Source: an optimization exercise on an open RTL-to-GDS flow (aim: small area and a short achievable clock period). Production flows keep margins and buffers that such runs may drop.
At most, simulation tests tie the RTL to the original design; equivalence was not proved.
Power figures rest on the tool's default switching activity, not on a simulated workload.

==> module seq_check, before the edit <==
module seq_check (
    input  logic        clk,
    input  logic        hold,
    input  logic        wc,
    input  logic [31:0] stream_hi,
    input  logic        beat,
    output logic        seq_error
);
    logic [31:0] seq_prior, prior_n;
    logic [31:0] miss;
    assign miss[0] = ~(stream_hi[0] ^ seq_prior[0]);
    genvar i;
    for (i = 1; i < 32; i++) begin : g_bit
        seq_bit u_b (
            .f    (stream_hi[i]),
            .p    (seq_prior[i]),
            .f_lo (stream_hi[i-1]),
            .p_lo (seq_prior[i-1]),
            .m    (miss[i])
        );
    end
    ld_word #(.W(32)) u_prior (
        .a (!(hold | wc) & beat),
        .b (!(hold | wc) & !beat),
        .d (stream_hi),
        .q (seq_prior),
        .n (prior_n)
    );
    always_ff @(posedge clk) begin
        seq_prior <= prior_n;
        seq_error <= !(hold || wc) && (seq_error || (beat && (stream_hi != 32'd0) && (miss != 32'd0)));
    end
endmodule
==> module pkt_counter, before the edit <==
module pkt_counter (
    input  logic        clk,
    input  logic        hold,
    input  logic        wc,
    input  logic        ld_h,
    input  logic        ld_l,
    input  logic [31:0] wd,
    input  logic        inc,
    output logic [63:0] count
);
    logic [63:0] count_n;
    wire a_h = ld_h && !hold;
    wire a_l = ld_l && !hold;
    wire b_h = !(hold || wc || ld_h);
    wire b_l = !(hold || wc || ld_l);
    count_next #(.N(8), .ONES(1'b1)) u_next (
        .inc(inc),
        .blk({{4{ld_l}}, {4{ld_h}}}),
        .a  ({{4{a_h}}, {4{a_l}}}),
        .b  ({{4{b_h}}, {4{b_l}}}),
        .d  ({wd, wd}),
        .q  (count),
        .n  (count_n)
    );
    always_ff @(posedge clk) begin
        count <= count_n;
    end
endmodule
==> module event_capture, before the edit <==
module event_capture (
    input  logic        clk,
    input  logic        hold,
    input  logic        wc,
    input  logic [31:0] wd,
    input  logic        w_good_h,
    input  logic        w_good_l,
    input  logic        w_bad_h,
    input  logic        w_bad_l,
    input  logic [2:0]  events,
    input  logic [2:0]  async_status,
    output logic [63:0] good_count,
    output logic [63:0] bad_count,
    output logic        range_err,
    output logic [2:0]  sync_q
);
    logic [2:0] sync_meta;
    always_ff @(posedge clk) begin
        sync_meta <= async_status;
        sync_q    <= sync_meta;
    end
    pkt_counter u_good (
        .clk(clk), .hold(hold), .wc(wc), .ld_h(w_good_h), .ld_l(w_good_l), .wd(wd),
        .inc(events[2]), .count(good_count)
    );
    pkt_counter u_bad (
        .clk(clk), .hold(hold), .wc(wc), .ld_h(w_bad_h), .ld_l(w_bad_l), .wd(wd),
        .inc(events[1]), .count(bad_count)
    );
    always_ff @(posedge clk) begin
        range_err <= !(hold || wc) && (range_err || events[0]);
    end
endmodule
==> module rdmx_control, before the edit <==
module rdmx_control (
    input  logic                        clk,
    input  logic                        resetn,
    input  logic [40:0]                 reg_wr,
    output logic                        wr_done,
    output logic [1:0]                  wr_resp,
    input  logic [8:0]                  reg_rd_req,
    output logic [34:0]                 reg_rd,
    input  logic [2:0]                  events,
    input  logic [1:0]                  overflow,
    input  logic [2:0]                  async_status,
    input  logic [514:0]                stream,
    output logic [127:0]                pci,
    output logic                        loopback,
    output logic                        pause_pci,
    output logic                        resetn_out
);
    logic rst;
    rst_inv u_rst (.resetn(resetn), .rst(rst));
    wire        wv = reg_wr[40];
    wire [7:0]  wi = reg_wr[39:32];
    wire [31:0] wd = reg_wr[31:0];
    logic w_good_h, w_good_l, w_bad_h, w_bad_l, w_base_h, w_base_l;
    logic w_size_h, w_size_l, w_reset, w_clear, w_loop, w_pause;
    wr_dec u_wr_dec (
        .rst(rst), .wv(wv), .wi(wi),
        .w({w_pause, w_loop, w_clear, w_reset, w_size_l, w_size_h,
            w_base_l, w_base_h, w_bad_l, w_bad_h, w_good_l, w_good_h})
    );
    logic wr_err;
    always_ff @(posedge clk) begin
        wr_done <= !rst && wv;
        wr_err  <= ~|{w_pause, w_loop, w_clear, w_reset, w_size_l, w_size_h,
                      w_base_l, w_base_h, w_bad_l, w_bad_h, w_good_l, w_good_h};
    end
    assign wr_resp = {wr_err, wr_err};
    logic        rst_run;
    logic [63:0] good_count, bad_count;
    logic        range_err, seq_error;
    logic [2:0]  sync_q;
    ctl_regs u_ctl_regs (
        .clk       (clk),
        .rst       (rst),
        .wd        (wd),
        .w_base_h  (w_base_h),
        .w_base_l  (w_base_l),
        .w_size_h  (w_size_h),
        .w_size_l  (w_size_l),
        .w_loop    (w_loop),
        .w_pause   (w_pause),
        .w_reset   (w_reset),
        .pci       (pci),
        .loopback  (loopback),
        .pause_pci (pause_pci),
        .rst_run   (rst_run)
    );
    rstn_gate u_rstn (.resetn(resetn), .run(rst_run), .y(resetn_out));
    wire hold = rst || rst_run;
    event_capture u_event_capture (
        .clk          (clk),
        .hold         (hold),
        .wc           (w_clear),
        .wd           (wd),
        .w_good_h     (w_good_h),
        .w_good_l     (w_good_l),
        .w_bad_h      (w_bad_h),
        .w_bad_l      (w_bad_l),
        .events       (events),
        .async_status (async_status),
        .good_count   (good_count),
        .bad_count    (bad_count),
        .range_err    (range_err),
        .sync_q       (sync_q)
    );
    seq_check u_seq_check (
        .clk       (clk),
        .hold      (hold),
        .wc        (w_clear),
        .stream_hi (stream[514:483]),
        .beat      (stream[2] && stream[1]),
        .seq_error (seq_error)
    );
    read_mux u_read_mux (
        .clk        (clk),
        .rst        (rst),
        .reg_rd_req (reg_rd_req),
        .status     (sync_q),
        .errors     ({seq_error, overflow, range_err}),
        .good_count (good_count),
        .bad_count  (bad_count),
        .pci        (pci),
        .rst_run    (rst_run),
        .loopback   (loopback),
        .pause_pci  (pause_pci),
        .reg_rd     (reg_rd)
    );
endmodule
export LEC_CHECK = 0
export CAP_MARGIN = 20
export CORE_MARGIN = 2
export CORE_UTILIZATION = 40
export CTS_BUF_LIST = sky130_fd_sc_hd__clkbuf_8
export CTS_CLUSTER_DIAMETER = 60
export CTS_CLUSTER_SIZE = 14
export SETUP_SLACK_MARGIN = 2.7
export SLEW_MARGIN = 20
export SYNTH_HIERARCHICAL = 1
export SYNTH_MINIMUM_KEEP_SIZE = 0
create_clock -name core_clock -period 5.0 [get_ports {clk}]
standard.sh (not shown) runs the stock make flow with config.mk's settings and CLKGATE_MAP_FILE= SYNTH_SCRIPT=/design/flow/synth_recipe.tcl, a recipe that flattens the netlist after the stock synthesis.
==> flow/flow/run.sh <==
#!/bin/bash
# Standard layout, with every port buffered by the smallest buffer
# instead of the resizer's default pick (a delay cell on sky130hd).
set -euo pipefail
export BUFFER_PORTS_ARGS="-buffer_cell sky130_fd_sc_hd__buf_1"
bash standard.sh > standard_flow.log 2>&1
Next try:
--- a/flow/design.v
+++ b/flow/design.v
@@ -87,8 +87,7 @@
 endmodule
 module seq_check (
     input  logic        clk,
-    input  logic        hold,
-    input  logic        wc,
+    input  logic        clr,
     input  logic [31:0] stream_hi,
     input  logic        beat,
     output logic        seq_error
@@ -107,23 +106,22 @@
         );
     end
     ld_word #(.W(32)) u_prior (
-        .a (!(hold | wc) & beat),
-        .b (!(hold | wc) & !beat),
+        .a (!clr & beat),
+        .b (!clr & !beat),
         .d (stream_hi),
         .q (seq_prior),
         .n (prior_n)
     );
     always_ff @(posedge clk) begin
         seq_prior <= prior_n;
-        seq_error <= !(hold || wc) && (seq_error || (beat && (stream_hi != 32'd0) && (miss != 32'd0)));
+        seq_error <= !clr && (seq_error || (beat && (stream_hi != 32'd0) && (miss != 32'd0)));
     end
 endmodule
 `default_nettype wire
 `default_nettype none
 module pkt_counter (
     input  logic        clk,
-    input  logic        hold,
-    input  logic        wc,
+    input  logic        clr,
     input  logic        ld_h,
     input  logic        ld_l,
     input  logic [31:0] wd,
@@ -131,10 +129,10 @@
     output logic [63:0] count
 );
     logic [63:0] count_n;
-    wire a_h = ld_h && !hold;
-    wire a_l = ld_l && !hold;
-    wire b_h = !(hold || wc || ld_h);
-    wire b_l = !(hold || wc || ld_l);
+    wire a_h = !clr && ld_h;
+    wire a_l = !clr && ld_l;
+    wire b_h = !clr && !ld_h;
+    wire b_l = !clr && !ld_l;
     count_next #(.N(8), .ONES(1'b1)) u_next (
         .inc(inc),
         .blk({{4{ld_l}}, {4{ld_h}}}),
@@ -150,8 +148,7 @@
 endmodule
 module event_capture (
     input  logic        clk,
-    input  logic        hold,
-    input  logic        wc,
+    input  logic        clr,
     input  logic [31:0] wd,
     input  logic        w_good_h,
     input  logic        w_good_l,
@@ -170,15 +167,15 @@
         sync_q    <= sync_meta;
     end
     pkt_counter u_good (
-        .clk(clk), .hold(hold), .wc(wc), .ld_h(w_good_h), .ld_l(w_good_l), .wd(wd),
+        .clk(clk), .clr(clr), .ld_h(w_good_h), .ld_l(w_good_l), .wd(wd),
         .inc(events[2]), .count(good_count)
     );
     pkt_counter u_bad (
-        .clk(clk), .hold(hold), .wc(wc), .ld_h(w_bad_h), .ld_l(w_bad_l), .wd(wd),
+        .clk(clk), .clr(clr), .ld_h(w_bad_h), .ld_l(w_bad_l), .wd(wd),
         .inc(events[1]), .count(bad_count)
     );
     always_ff @(posedge clk) begin
-        range_err <= !(hold || wc) && (range_err || events[0]);
+        range_err <= !clr && (range_err || events[0]);
     end
 endmodule
 `default_nettype wire
@@ -570,11 +567,10 @@
         .rst_run   (rst_run)
     );
     rstn_gate u_rstn (.resetn(resetn), .run(rst_run), .y(resetn_out));
-    wire hold = rst || rst_run;
+    wire clr = rst || rst_run || w_clear;
     event_capture u_event_capture (
         .clk          (clk),
-        .hold         (hold),
-        .wc           (w_clear),
+        .clr          (clr),
         .wd           (wd),
         .w_good_h     (w_good_h),
         .w_good_l     (w_good_l),
@@ -589,8 +585,7 @@
     );
     seq_check u_seq_check (
         .clk       (clk),
-        .hold      (hold),
-        .wc        (w_clear),
+        .clr       (clr),
         .stream_hi (stream[514:483]),
         .beat      (stream[2] && stream[1]),
         .seq_error (seq_error)
The changed run completed without violations.
Sequential cell count is unchanged.
Area after synthesis hardly moves.
Power is about the same.
Maximum frequency fell by 0.68%.
Worst setup slack gets worse by 0.016 ns.
Sequential share of layout area drops by 0.52 points.
First-iteration DRC count rises by about 3.5%.
Via count rose by about 0.8%.
Routed wire length climbs by about 3.5%.
For the second run of this note, only the layout was checked, not whether the RTL still works.

* * *

sierra:
Another version of the RTL of rdmx_control (not shown whole).
Size: roughly 1600 cells after synthesis, ~17000 µm² of cells after synthesis.
==> module ctl_regs, before the edit <==
module ctl_regs (
    input  logic         clk,
    input  logic         resetn,
    input  logic [31:0]  wd,
    input  logic         w_base_h,
    input  logic         w_base_l,
    input  logic         w_size_h,
    input  logic         w_size_l,
    input  logic         w_loop,
    input  logic         w_pause,
    input  logic         w_reset,
    output logic [127:0] pci,
    output logic         loopback,
    output logic         pause_pci,
    output logic         rst_run
);
    localparam logic [9:0] LFSR_SEED = 10'h001;
    localparam logic [9:0] LFSR_LAST = 10'h3d6;
    logic [127:0] pci_q, pci_n;
    wire  [3:0]   we  = {w_base_h, w_base_l, w_size_h, w_size_l};
    genvar k;
    for (k = 0; k < 4; k++) begin : g_pci
        ld_word #(.W(32)) u_w (
            .a (we[k]),
            .b (resetn & ~we[k]),
            .d (wd),
            .q (pci_q[32*k +: 32]),
            .n (pci_n[32*k +: 32])
        );
    end
    always_ff @(posedge clk) begin
        pci_q <= pci_n | {31'd0, !resetn, 63'd0, !resetn, 32'd0};
    end
    assign pci = pci_q;
    always_ff @(posedge clk) begin
        if (!resetn)     loopback <= 1'b0;
        else if (w_loop) loopback <= wd[0];
    end
    logic [31:0] pause_count, pause_n;
    count_next #(.N(4), .ONES(1'b0)) u_pause (
        .inc(pause_pci),
        .blk({4{w_pause}}),
        .a  ({4{w_pause}}),
        .b  ({4{resetn & ~w_pause}}),
        .d  (wd),
        .q  (pause_count),
        .n  (pause_n)
    );
    always_ff @(posedge clk) begin
        pause_count <= pause_n;
        pause_pci   <= resetn && (w_pause ? (wd != 32'd0) : (pause_count[31:1] != 31'd0));
    end
    logic [9:0] rst_lfsr;
    always_ff @(posedge clk) begin
        if (w_reset) rst_lfsr <= LFSR_SEED;
        else         rst_lfsr <= {rst_lfsr[8:0], rst_lfsr[9] ^ rst_lfsr[6]};
        if (!resetn)                               rst_run <= 1'b0;
        else if (w_reset)                          rst_run <= 1'b1;
        else if (rst_run && rst_lfsr == LFSR_LAST) rst_run <= 1'b0;
    end
endmodule
==> module aoi222, before the edit <==
module aoi222 (
    input  logic [2:0] s,
    input  logic [2:0] d,
    output logic       y_n
);
    assign y_n = ~|(s & d);
endmodule
==> module rd_or, before the edit <==
module rd_or (
    input  logic [1:0] s,
    input  logic [1:0] d,
    input  logic [1:0] y_n,
    output logic       x
);
    wire c = ~&y_n;
    assign x = (s[0] & d[0]) | (s[1] & d[1]) | c;
endmodule
==> module rd_bit, before the edit <==
module rd_bit (
    input  logic [7:0] sel,
    input  logic [7:0] d,
    output logic       x
);
    logic [1:0] y_n;
    aoi222 u_a (.s(sel[2:0]), .d(d[2:0]), .y_n(y_n[0]));
    aoi222 u_b (.s(sel[5:3]), .d(d[5:3]), .y_n(y_n[1]));
    rd_or  u_o (.s(sel[7:6]), .d(d[7:6]), .y_n(y_n), .x(x));
endmodule
==> module pd_lo, before the edit <==
module pd_lo (
    input  logic       v,
    input  logic       r,
    input  logic [1:0] x,
    output logic [3:0] y
);
    assign y = {4{v & r}} & (4'b0001 << x);
endmodule
==> module wr_dec, before the edit <==
module wr_dec (
    input  logic        resetn,
    input  logic        wv,
    input  logic [7:0]  wi,
    output logic [11:0] w
);
    logic       z76, z54, t54;
    logic [3:0] m, l;
    nor2m  u_z76 (.x(wi[7:6]), .y(z76));
    nor2m  u_z54 (.x(wi[5:4]), .y(z54));
    and2bm u_t54 (.a(wi[5]), .b_n(wi[4]), .y(t54));
    pd_mid u_m   (.x(wi[3:2]), .y(m));
    pd_lo  u_l   (.v(wv), .r(resetn), .x(wi[1:0]), .y(l));
    genvar k;
    for (k = 0; k < 10; k++) begin : g_w
        and4m u_a (.x({z76, z54, m[(k + 2) >> 2], l[(k + 2) & 3]}), .y(w[k]));
    end
    and4m u_a34 (.x({z76, t54, m[0], l[2]}), .y(w[10]));
    and4m u_a35 (.x({z76, t54, m[0], l[3]}), .y(w[11]));
endmodule
==> module rstn_gate, before the edit <==
module rstn_gate (
    input  logic resetn,
    input  logic run,
    output logic y
);
    assign y = resetn & ~run;
endmodule
==> module rdmx_control, before the edit <==
module rdmx_control (
    input  logic                        clk,
    input  logic                        resetn,
    input  logic [40:0]                 reg_wr,
    output logic                        wr_done,
    output logic [1:0]                  wr_resp,
    input  logic [8:0]                  reg_rd_req,
    output logic [34:0]                 reg_rd,
    input  logic [2:0]                  events,
    input  logic [1:0]                  overflow,
    input  logic [2:0]                  async_status,
    input  logic [514:0]                stream,
    output logic [127:0]                pci,
    output logic                        loopback,
    output logic                        pause_pci,
    output logic                        resetn_out
);
    wire        wv = reg_wr[40];
    wire [7:0]  wi = reg_wr[39:32];
    wire [31:0] wd = reg_wr[31:0];
    logic w_good_h, w_good_l, w_bad_h, w_bad_l, w_base_h, w_base_l;
    logic w_size_h, w_size_l, w_reset, w_clear, w_loop, w_pause;
    wr_dec u_wr_dec (
        .resetn(resetn), .wv(wv), .wi(wi),
        .w({w_pause, w_loop, w_clear, w_reset, w_size_l, w_size_h,
            w_base_l, w_base_h, w_bad_l, w_bad_h, w_good_l, w_good_h})
    );
    logic wr_err;
    always_ff @(posedge clk) begin
        wr_done <= resetn && wv;
        wr_err  <= ~|{w_pause, w_loop, w_clear, w_reset, w_size_l, w_size_h,
                      w_base_l, w_base_h, w_bad_l, w_bad_h, w_good_l, w_good_h};
    end
    assign wr_resp = {wr_err, wr_err};
    logic        rst_run;
    logic [63:0] good_count, bad_count;
    logic        range_err, seq_error;
    logic [2:0]  sync_q;
    ctl_regs u_ctl_regs (
        .clk       (clk),
        .resetn    (resetn),
        .wd        (wd),
        .w_base_h  (w_base_h),
        .w_base_l  (w_base_l),
        .w_size_h  (w_size_h),
        .w_size_l  (w_size_l),
        .w_loop    (w_loop),
        .w_pause   (w_pause),
        .w_reset   (w_reset),
        .pci       (pci),
        .loopback  (loopback),
        .pause_pci (pause_pci),
        .rst_run   (rst_run)
    );
    rstn_gate u_rstn (.resetn(resetn), .run(rst_run), .y(resetn_out));
    wire clr = !resetn || rst_run || w_clear;
    event_capture u_event_capture (
        .clk          (clk),
        .clr          (clr),
        .wd           (wd),
        .w_good_h     (w_good_h),
        .w_good_l     (w_good_l),
        .w_bad_h      (w_bad_h),
        .w_bad_l      (w_bad_l),
        .events       (events),
        .async_status (async_status),
        .good_count   (good_count),
        .bad_count    (bad_count),
        .range_err    (range_err),
        .sync_q       (sync_q)
    );
    seq_check u_seq_check (
        .clk       (clk),
        .clr       (clr),
        .stream_hi (stream[514:483]),
        .beat      (stream[2] && stream[1]),
        .seq_error (seq_error)
    );
    read_mux u_read_mux (
        .clk        (clk),
        .resetn     (resetn),
        .reg_rd_req (reg_rd_req),
        .status     (sync_q),
        .errors     ({seq_error, overflow, range_err}),
        .good_count (good_count),
        .bad_count  (bad_count),
        .pci        (pci),
        .rst_run    (rst_run),
        .loopback   (loopback),
        .pause_pci  (pause_pci),
        .reg_rd     (reg_rd)
    );
endmodule
Settings: LEC_CHECK=0, CAP_MARGIN=20, CORE_MARGIN=2, CORE_UTILIZATION=40, CTS_BUF_LIST=sky130_fd_sc_hd__clkbuf_8, CTS_CLUSTER_DIAMETER=60, CTS_CLUSTER_SIZE=14, SETUP_SLACK_MARGIN=2.7, SLEW_MARGIN=20, SYNTH_HIERARCHICAL=1, SYNTH_MINIMUM_KEEP_SIZE=0; clock period 5.0 ns.
Scripts as last shown in full above: flow/flow/run.sh
sierra: all stages complete, timing, DRC and antenna checks passed
For onyx, these inputs were changed with respect to sierra:
--- a/flow/design.v
+++ b/flow/design.v
@@ -332,7 +332,7 @@
     genvar k;
     for (k = 0; k < 4; k++) begin : g_pci
         ld_word #(.W(32)) u_w (
-            .a (we[k]),
+            .a (resetn & we[k]),
             .b (resetn & ~we[k]),
             .d (wd),
             .q (pci_q[32*k +: 32]),
@@ -351,7 +351,7 @@
     count_next #(.N(4), .ONES(1'b0)) u_pause (
         .inc(pause_pci),
         .blk({4{w_pause}}),
-        .a  ({4{w_pause}}),
+        .a  ({4{resetn & w_pause}}),
         .b  ({4{resetn & ~w_pause}}),
         .d  (wd),
         .q  (pause_count),
@@ -436,31 +436,12 @@
     assign reg_rd = {rd_valid, rd_data, rd_err, rd_err};
 endmodule
 `default_nettype wire
-module aoi222 (
-    input  logic [2:0] s,
-    input  logic [2:0] d,
-    output logic       y_n
-);
-    assign y_n = ~|(s & d);
-endmodule
-module rd_or (
-    input  logic [1:0] s,
-    input  logic [1:0] d,
-    input  logic [1:0] y_n,
-    output logic       x
-);
-    wire c = ~&y_n;
-    assign x = (s[0] & d[0]) | (s[1] & d[1]) | c;
-endmodule
 module rd_bit (
     input  logic [7:0] sel,
     input  logic [7:0] d,
     output logic       x
 );
-    logic [1:0] y_n;
-    aoi222 u_a (.s(sel[2:0]), .d(d[2:0]), .y_n(y_n[0]));
-    aoi222 u_b (.s(sel[5:3]), .d(d[5:3]), .y_n(y_n[1]));
-    rd_or  u_o (.s(sel[7:6]), .d(d[7:6]), .y_n(y_n), .x(x));
+    assign x = |(sel & d);
 endmodule
 `default_nettype none
 module nor2m (
@@ -484,11 +465,10 @@
 endmodule
 module pd_lo (
     input  logic       v,
-    input  logic       r,
     input  logic [1:0] x,
     output logic [3:0] y
 );
-    assign y = {4{v & r}} & (4'b0001 << x);
+    assign y = {4{v}} & (4'b0001 << x);
 endmodule
 module and4m (
     input  logic [3:0] x,
@@ -497,7 +477,6 @@
     assign y = &x;
 endmodule
 module wr_dec (
-    input  logic        resetn,
     input  logic        wv,
     input  logic [7:0]  wi,
     output logic [11:0] w
@@ -508,7 +487,7 @@
     nor2m  u_z54 (.x(wi[5:4]), .y(z54));
     and2bm u_t54 (.a(wi[5]), .b_n(wi[4]), .y(t54));
     pd_mid u_m   (.x(wi[3:2]), .y(m));
-    pd_lo  u_l   (.v(wv), .r(resetn), .x(wi[1:0]), .y(l));
+    pd_lo  u_l   (.v(wv), .x(wi[1:0]), .y(l));
     genvar k;
     for (k = 0; k < 10; k++) begin : g_w
         and4m u_a (.x({z76, z54, m[(k + 2) >> 2], l[(k + 2) & 3]}), .y(w[k]));
@@ -516,13 +495,6 @@
     and4m u_a34 (.x({z76, t54, m[0], l[2]}), .y(w[10]));
     and4m u_a35 (.x({z76, t54, m[0], l[3]}), .y(w[11]));
 endmodule
-module rstn_gate (
-    input  logic resetn,
-    input  logic run,
-    output logic y
-);
-    assign y = resetn & ~run;
-endmodule
 module rdmx_control (
     input  logic                        clk,
     input  logic                        resetn,
@@ -546,7 +518,7 @@
     logic w_good_h, w_good_l, w_bad_h, w_bad_l, w_base_h, w_base_l;
     logic w_size_h, w_size_l, w_reset, w_clear, w_loop, w_pause;
     wr_dec u_wr_dec (
-        .resetn(resetn), .wv(wv), .wi(wi),
+        .wv(wv), .wi(wi),
         .w({w_pause, w_loop, w_clear, w_reset, w_size_l, w_size_h,
             w_base_l, w_base_h, w_bad_l, w_bad_h, w_good_l, w_good_h})
     );
@@ -577,7 +549,7 @@
         .pause_pci (pause_pci),
         .rst_run   (rst_run)
     );
-    rstn_gate u_rstn (.resetn(resetn), .run(rst_run), .y(resetn_out));
+    assign resetn_out = resetn && !rst_run;
     wire clr = !resetn || rst_run || w_clear;
     event_capture u_event_capture (
         .clk          (clk),
Findings:
- onyx went all the way through the flow, and no timing, DRC or antenna check failed.
- Clock network power share on onyx is down relative to sierra.
- Part of the total power dissipated in combinational logic in onyx is 1.8 points above sierra.
- Summary of onyx over sierra: global-route track usage on met3 went down 1.6 points, number of buffer and inverter stages on the critical path increased 1.
- Looking at switching share of power, onyx sits above sierra.
- onyx vs sierra, critical path depth went up by 1.
- Wire length reported by the detailed router delta (onyx − sierra): unfavourable
- Of sierra and onyx, sierra shows the higher non-clock buffer count, with onyx below it.
For onyx, only the layout was checked, not whether the RTL still works.

## port drivers added, routing unchanged
Ports are ideal in the flow. The routed layouts listed here were re-timed in OpenROAD.
Step 1 assumes that a clkbuf_16 drives the clock port and a buf_2 every other input.
Step 2 times the ports against the registers' clock, not the clock port: input delays grow and output delays shrink by t, the midpoint of the rising clock arrivals with the driver on.
Three values: no drivers, after step 1, after step 2; two values: the first two.
run	t (ns)	setup slack, ns	worst setup path after step 2
the first run of note 1	0.648	2.674 / 2.635 / 2.049	input to register
the second run of note 1	0.656	2.658 / 2.619 / 2.002	input to register
sierra	0.655	2.649 / 2.600 / 2.087	input to register
onyx	0.660	2.497 / 2.472 / 2.089	input to register
After both steps every run listed still meets setup and hold. The setup slack of the second run of note 1, which loses most, moves by -0.039 ns with the drivers and by -0.656 ns with both steps.
